From an optimization exercise on the open Yosys and OpenROAD flow, aimed at small area, a short achievable clock period and few clock cycles per item; shortcuts taken in it are not production practice. No functional check of the RTL was part of any run shown here. Power and IR drop assume default switching activity.

## flow/design.v (module list and top-level ports; edited modules follow where they fit)
// module array_mul_top: 1909 lines
// module mul_fa: 4 lines
// module mul_ha: 4 lines
module array_mul_top (
   input  logic        clk,
   input  logic        arst_n,
   input  logic        in_valid,
   input  logic        para_mode,
   input  logic [15:0] a,
   input  logic [15:0] b,
   output logic        out_valid,
   output logic [31:0] p
);
  // ...
==> flow/run.sh <==
#!/bin/bash
# synth_recipe.tcl (not shown) runs the flow's synth.tcl, then flattens the netlist and writes it again
# the make line also repeats each setting of config.mk as NAME=value (left out here)
make -C /OpenROAD-flow-scripts/flow DESIGN_CONFIG=/design/flow/config.mk WORK_HOME=/design/flow/orfs CLKGATE_MAP_FILE= SYNTH_SCRIPT=/design/flow/synth_recipe.tcl finish
==> flow/config.mk <==
export PLATFORM = sky130hd
export DESIGN_NAME = array_mul_top
export DESIGN_NICKNAME = array_mul_top
export VERILOG_FILES = /design/flow/design.v
export SDC_FILE = /design/flow/constraint.sdc
export NUM_CORES = 4
export LEC_CHECK = 0
export CAP_MARGIN = 20
export CORE_MARGIN = 2
export CORE_UTILIZATION = 40
export SETUP_SLACK_MARGIN = 2.8
export SLEW_MARGIN = 20
export SYNTH_HIERARCHICAL = 1
export SYNTH_MINIMUM_KEEP_SIZE = 0
==> flow/constraint.sdc <==
create_clock -name core_clock -period 6.0 [get_ports {clk}]
set_input_delay 1.2000 -clock core_clock [delete_from_list [all_inputs] [get_ports {clk}]]
set_output_delay 1.2000 -clock core_clock [all_outputs]
set_load 0.01 [all_outputs]
==> flow_metrics.env, run 1 <==
export IMPL_rr_startpoint="fs88_q1"
export IMPL_grt_pass1_wl_um=38600
export IMPL_clockPowerShare_pct=16.6
export IMPL_clk_share_pct=4.65
export IMPL_vias=6552
export IMPL_fmax_mhz=301
export IMPL_yosys_area_share_simple_pct=14.1
export IMPL_drt_met1_wl_um=9490
export IMPL_synth_enable_flop_cells=0
export IMPL_multi_input_area_share_pct=58.5
export IMPL_drive_gt1_share_pct=35.3
export IMPL_cts_root_buffer_cell="clkbuf_16"
export IMPL_placed_area_mm2=0.0108
export IMPL_nFillCells=2028
export IMPL_multiInputCombCellCount=663
export IMPL_synth_top_family_by_area="adder cells"
export IMPL_design_seq_count=131
export IMPL_area_growth_pct=28.7
export IMPL_dp_cells=1201
export IMPL_synthFlopType="dfxtp_1"
export IMPL_dr_pass1_iters=6
export IMPL_synth_xor_area_share_pct=1.96
export IMPL_path_buf_inv=2
export IMPL_p_total_mw=6.39
export IMPL_layout_nonclk_buf_share_pct=12.5
export IMPL_final_area_mm2=0.0126
export IMPL_die_area_mm2=0.0258
export IMPL_max_stage_delay_ps=540
export IMPL_synth_top_area_share_pct=43.7
export IMPL_cp_common_cell="fa_1"
export IMPL_largest_class="multi-input combinational cells"
export IMPL_power_density_mw_per_mm2=506
export IMPL_r2r_slack_ps=2910
export IMPL_run_status="finished clean"
==> inputs of run 2 (changes only) <==
--- a/flow/config.mk
+++ b/flow/config.mk
@@ -9,5 +9,5 @@
 export CORE_MARGIN = 2
 export CORE_UTILIZATION = 40
-export SETUP_SLACK_MARGIN = 2.8
+export SETUP_SLACK_MARGIN = 2.5
 export SLEW_MARGIN = 20
 export SYNTH_HIERARCHICAL = 1
==> run 2 against run 1 <==
Hold slack better by 0.60 ps. Global-route usage fell by 0.53 points. First-iteration DRC count shrank 18%. Power is 7.7% lower. Worst setup slack got worse by 170 ps. Synthesized cell count unchanged. Flip-flop and latch count unchanged. Cell area decreased by 9.4%.
==> flow_metrics.env, run 2 <==
export IMPL_run_status="finished clean"
export IMPL_row_count=57
export IMPL_hold_violations=0
export IMPL_syn_area_per_cell_um2=11.1
export IMPL_clk_pin_slew_ps=70
export IMPL_final_area_mm2=0.0114
export IMPL_ir_drop_mv=0.316
export IMPL_final_common_cell="nand2_1"
export IMPL_drv_cap=0
export IMPL_vias=6171
export IMPL_largest_reg_flops=2
export IMPL_fin_util_pct=47.3
export IMPL_seq_area_frac_synth_pct=26.8
export IMPL_cts_inserted_buffers=17
export IMPL_yosysMostFrequentCell="nand2_1"
export IMPL_synthTopCellsByCount="nand2_1, fa_1, dfxtp_1"
export IMPL_clock_path_buffers=2
export IMPL_synth_distinct_cells=46
export IMPL_synth_seq_cells=131
export IMPL_tritoncts="built"
export IMPL_grt_max_degree=18
export IMPL_postSynthCellCount=886
export IMPL_routedWlPerCell_um=18.1
export IMPL_dp_slack_ps=1130
export IMPL_antenna_found_initial=0
export IMPL_cts_sinks=131
export IMPL_start_util_pct=40.6
export IMPL_nFillCells=2229
export IMPL_skew_ps=15.5
export IMPL_crit_path_end_kind="flop"
export IMPL_netlist_area_mm2=0.00981
export IMPL_holdWs_ps=329
export IMPL_fin_tns_setup_ps=0
export IMPL_multiInputGateArea_mm2=0.00701
export IMPL_slew_viol_final=0
export IMPL_top_register="vld"
export IMPL_cts_htree_levels=4
export IMPL_hold_class="reg2reg"
export IMPL_fmax_mhz=287
export IMPL_antenna_left=0
export IMPL_grt_pass1_wl_um=37200
export IMPL_fin_cells=1248
export IMPL_final_cell_mix="nand2_1, fa_1, dfxtp_1"
export IMPL_fp_dieH_um=161
export IMPL_drive_gt1_share_pct=20.0
export IMPL_wl_um=22600
export IMPL_fin_nets=1190
export IMPL_synthFlopType="dfxtp_1"
export IMPL_die_x_um=161
export IMPL_place_port_buffers=68
export IMPL_overflow=0
export IMPL_cts_root_buffer_cell="clkbuf_16"
export IMPL_power_density_mw_per_mm2=515
export IMPL_p_total_mw=5.90
export IMPL_synth_enable_flop_cells=0
export IMPL_finalCritPeriodShare_pct=58.1
export IMPL_setup_viol=0
export IMPL_synth_top_cell_by_area="fa_1"
export IMPL_ys_top_cells_by_area="fa_1, dfxtp_1, nand2_1"
export IMPL_drc=0
export IMPL_finalWorstSetupSlack_ps=2510
export IMPL_p_leak_nw=4.08
export IMPL_grt_pass1_vias=6805
export IMPL_routabilityCongestion=0.877
export IMPL_rsz0062_at_grt="true"
export IMPL_dr_pass1_iters=6
export IMPL_synth_top_area_share_pct=43.7
export IMPL_die_area_mm2=0.0258
export IMPL_placed_area_mm2=0.0107
export IMPL_dpl_hpwl_um=17100
export IMPL_fin_crit_ps=3490
export IMPL_grt_total_usage_pct=18.9
export IMPL_critPathKind="in2reg"
export IMPL_drt_first_iter_violations=377
export IMPL_required_ps=6290
export IMPL_ys_async_sr_fraction_pct=1.53
export IMPL_critPathMaxFanout=9
export IMPL_area_growth_pct=16.7
export IMPL_seqCellArea_mm2=0.00263
export IMPL_start_kind="input port"
export IMPL_dp_cells=1201
export IMPL_num_io_pins=69
export IMPL_yosysWarnings=7
export IMPL_core_area_mm2=0.0242
export IMPL_clock_latency_ps=430
export IMPL_vias_per_cell=4.94
export IMPL_crit_arrival_ps=3780
[run 2: layer usage]
| layer | vias to the layer above | wire length [µm] | GRT usage (%) |
|---|---|---|---|
| met3 | 27 | 1540 | 4.36 |
| met4 | 0 | 358 | 5.65 |
| met1 | 3179 | 9680 | 25.4 |
| li1 | 2733 | - | - |
| met2 | 232 | 11100 | 30.9 |
| met5 | - | 0 | 0 |
[run 2: report_power, final]
group / switching (mW) / internal (mW) / total, mW
registers: 0.143 / 1.26 / 1.40
logic: 1.84 / 1.60 / 3.44
clock network: 0.494 / 0.567 / 1.06
total: 2.47 / 3.42 / 5.90
[run 2: what timing repair did]
action | in CTS | in global routing
buffers inserted | 9 | 5
pin swaps | 7 | 5
endpoints found under the setup margin | 75 | 34
hold buffers | 0 | 0
resized for setup | 152 | 47
cloned | 0 | 0
[run 2: Yosys stat by module (local to each module, per instance)]
module | flip-flops and latches | area (µm²)
mul_fa | 0 | 20.0
array_mul_top | 131 | 5610
[run 2: kinds of logic (layout without fill, tap and decap cells)]
family	count (synthesis)	after routing	synth area share, %
fa+ha+maj	244	244	47.5
xor+xnor	22	22	1.96
flops	131	131	26.8
buf+inv	106	129	5.28
other cells	1	16	0.0382
simple gates	327	327	14.1
compound gates	55	55	4.35
[run 2: worst paths after layout]
kind	startpoint	to	slack [ps]	cells past startpoint
setup / recovery	a[3]	fs126_q1	2510	8
hold / removal	p1_q1	p1_q2	330	0
setup reg to reg	fs88_q1	sm20_q2	2670	9
hold reg to reg	p1_q1	p1_q2	330	0
max in group asynchronous	arst_n	vld[1]	4950	1
min in group asynchronous	arst_n	vld[0]	930	1
[run 2: layout make-up]
type | count | area share, %
multi-input combinational | 663 | 61.2
clock buffer | 17 | 3.72
antenna | 1 | 0.0219
timing repair buffer | 86 | 6.56
tap | 324 | 3.54
inverter | 11 | 0.361
sequential | 131 | 23.0
clock inverter | 15 | 1.56
[run 2: critical path, cell delays in order]
cell and delay [ps]:
clkdlybuf4s18_2 310, nor2b_4 300, buf_4 160, nand2_1 60, fa_1 430, fa_2 400
fa_1 500, fa_1 420

-- separate check: timing with driven ports --
No port has a modelled driver above. Below, the same layouts with a new extraction and two added sets of constraints. Step 1, drivers: a clkbuf_16 drives clk and a buf_2 each remaining input, both assumed. Step 2 also shifts input and output timing later by t, the mid clock arrival at the registers, as if the neighbouring blocks saw the same clock. a / b / c = no drivers / after step 1 / after step 2; a / b = the first two.
| run | t (ns) | setup slack, ns | worst hold slack (ns) | latest minus earliest clock arrival (ns) | slew at the worst register clock pin (ns) |
|---|---|---|---|---|---|
| run 1 | 0.462 | 2.678 / 2.612 / 2.150 | 0.328 / 0.328 / 0.328 | 0.014 / 0.014 | 0.07 / 0.07 |
| run 2 | 0.470 | 2.513 / 2.536 / 2.066 | 0.329 / 0.329 / 0.329 | 0.016 / 0.016 | 0.08 / 0.08 |
After both steps every run listed still meets setup and hold. For run 1, which loses most, drivers alone change the setup slack by -0.066 ns; drivers and shift together by -0.528 ns.
